Source: an optimization exercise on an open RTL-to-GDS flow (aim: small area and a short achievable clock period). Production flows keep margins and buffers that such runs may drop. The RTL was checked by simulation tests, not by an equivalence proof against the original design. No activity file was given, so power comes from the tool's default toggle rates.

== fjord ==
==> flow/design.v (excerpt) <==
module ibexc_data_tag_bridge #(
    parameter logic [31:0] TagBase        = 32'h2001_0000,
    parameter int          NumGranules    = 2048,
    parameter int          MaxOutstanding = 2
) (
    input  logic        clk_i,
    input  logic        rst_ni,
    input  logic        core_req_i,
    output logic        core_gnt_o,
    output logic        core_rvalid_o,
    input  logic        core_we_i,
    input  logic [3:0]  core_be_i,
    input  logic [31:0] core_addr_i,
    input  logic [32:0] core_wdata_i,
    input  logic        core_is_cap_i,
    output logic [32:0] core_rdata_o,
    output logic        core_err_o,
    output logic        bus_req_o,
    input  logic        bus_gnt_i,
    input  logic        bus_rvalid_i,
    output logic        bus_we_o,
    output logic [3:0]  bus_be_o,
    output logic [31:0] bus_addr_o,
    output logic [31:0] bus_wdata_o,
    input  logic [31:0] bus_rdata_i,
    input  logic        bus_err_i,
    output logic        protocol_err_o
);
    localparam int IdxW  = $clog2(NumGranules);    
    localparam int ColW  = 4;
    localparam int RowW  = IdxW - ColW;            
    localparam int NCol  = 1 << ColW;              
    localparam int NRow  = 1 << RowW;              
    localparam int RegW  = IdxW + 3;               
    localparam int BnkW  = 3;
    localparam int NBnk  = 1 << BnkW;              
    localparam int BRow  = NRow / NBnk;            
    logic            ne_q;       
    logic            full_q;     
    logic            rd_q;       
    logic            wr_q;       
    logic            perr_q;
    logic            clr_q;      
    logic            pol_q;      
    logic [RowW-1:0] row_q   [2];
    logic [ColW-1:0] col_q   [2];
    logic            wr_en_q [2];    
    logic            wval_q  [2];    
    logic            rd_en_q [2];    
    logic            rflag_q [2];    
    logic [NCol-1:0] rowv_q  [2];    
    logic            rowi_q  [2];
    logic            np_q;
    logic            hnew_q;
    logic            nt_raw_q;       
    logic            nt_c1_q;        
    logic            nt_c0_q;        
    logic push, pop;
  ...
Settings: LEC_CHECK=0, CAP_MARGIN=20, CORE_MARGIN=2, CORE_UTILIZATION=40, CTS_CLUSTER_DIAMETER=50, CTS_CLUSTER_SIZE=24, SETUP_SLACK_MARGIN=3.8, SLEW_MARGIN=35, SYNTH_HIERARCHICAL=1; clock period 7.0 ns.
standard.sh (not shown) runs the stock make flow with config.mk's settings and CLKGATE_MAP_FILE= SYNTH_SCRIPT=/design/flow/synth_recipe.tcl, a recipe that flattens the netlist after the stock synthesis.
==> flow/flow/run.sh <==
#!/bin/bash
# The standard layout (standard.sh), with plain buffers rather than delay
# cells on the ports and no dummy clock loads. standard.sh's output goes to
# standard.log.
set -o pipefail
export BUFFER_PORTS_ARGS="-buffer_cell sky130_fd_sc_hd__buf_2"
export CTS_ARGS="-sink_clustering_enable -repair_clock_nets -dont_use_dummy_load -sink_clustering_size 24 -sink_clustering_max_diameter 50"
bash standard.sh > standard.log 2>&1
The following lists how pepper was set up differently from fjord:
- a change of SETUP_SLACK_MARGIN from 3.8 to 3.6
--- outcome ---
- Setup slack in pepper is 0.031 ns above fjord.
- Routed wire length (higher): fjord
- Re depth of the critical timing path with buffers and inverters included: fjord was higher than pepper.
- As far as sequential cell count is concerned, fjord and pepper perform about the same.
- Compared with fjord, pepper shows number of fillers in the final layout higher by 2.0%.
- Row first-iteration DRC count: pepper higher / fjord lower
- pepper -> fjord: global-route usage flat
The inputs of ember differ from those of pepper as listed below.
- SETUP_SLACK_MARGIN now 4.0, was 3.6
==> notes.md <==
Run comparison: pepper leading cell type in the layout, fill and taps excluded sky130_fd_sc_hd__o22ai_1; ember leading cell type in the layout, fill and taps excluded sky130_fd_sc_hd__dfxtp_1. Overall power consumption on ember is behind pepper. Against pepper, total length of routed wires in ember rose by more than 10%. Taking pepper as the reference, in ember time the worst path needs with I/O delays and setup now larger, ratio of final minimum period to clock period went up by 4.7 points.
#### Input delta (tundra over ember)
- changing SETUP_SLACK_MARGIN from 4.0 to 3.4
Notes after the runs:
Re sequential cell count: no difference whatsoever between tundra and ember.
Taking ember as the reference, in tundra largest vdd supply drop decreased 30%, setup slack after layout increased 0.17 ns.
Count of cells along the worst hold path came out exactly the same in tundra and ember.
Compared tundra vs ember, and post-synthesis to final-layout area growth is down in tundra.
Looking at wire length across tundra and ember, the one that comes out lower is tundra.
Sequential fraction of total cell area in tundra vs ember: up 8.3 points

-- static timing again, ports no longer ideal --
No port has a modelled driver above. Below, the same layouts with a new extraction and two added sets of constraints. Step 1, drivers: a clkbuf_16 drives clk_i and a buf_2 each remaining input, both assumed. Step 2, shift: input delay + t, output delay - t, t = (earliest + latest rising clock arrival at the registers) / 2. This alone moves slack from input paths to output paths. Slacks: ideal ports / drivers / drivers and shift; pairs: ideal ports / drivers.
run | t (ns) | setup WS [ns] | latest minus earliest clock arrival (ns)
fjord | 0.894 | 3.338 / 3.236 / 2.457 | 0.104 / 0.105
pepper | 0.924 | 3.369 / 3.335 / 2.492 | 0.134 / 0.134
ember | 0.923 | 3.040 / 3.068 / 2.145 | 0.117 / 0.117
tundra | 0.921 | 3.206 / 3.110 / 2.417 | 0.132 / 0.133
After both steps setup and hold are still met in every run listed. For ember, which loses most, drivers alone change the setup slack by +0.028 ns; drivers and shift together by -0.895 ns.
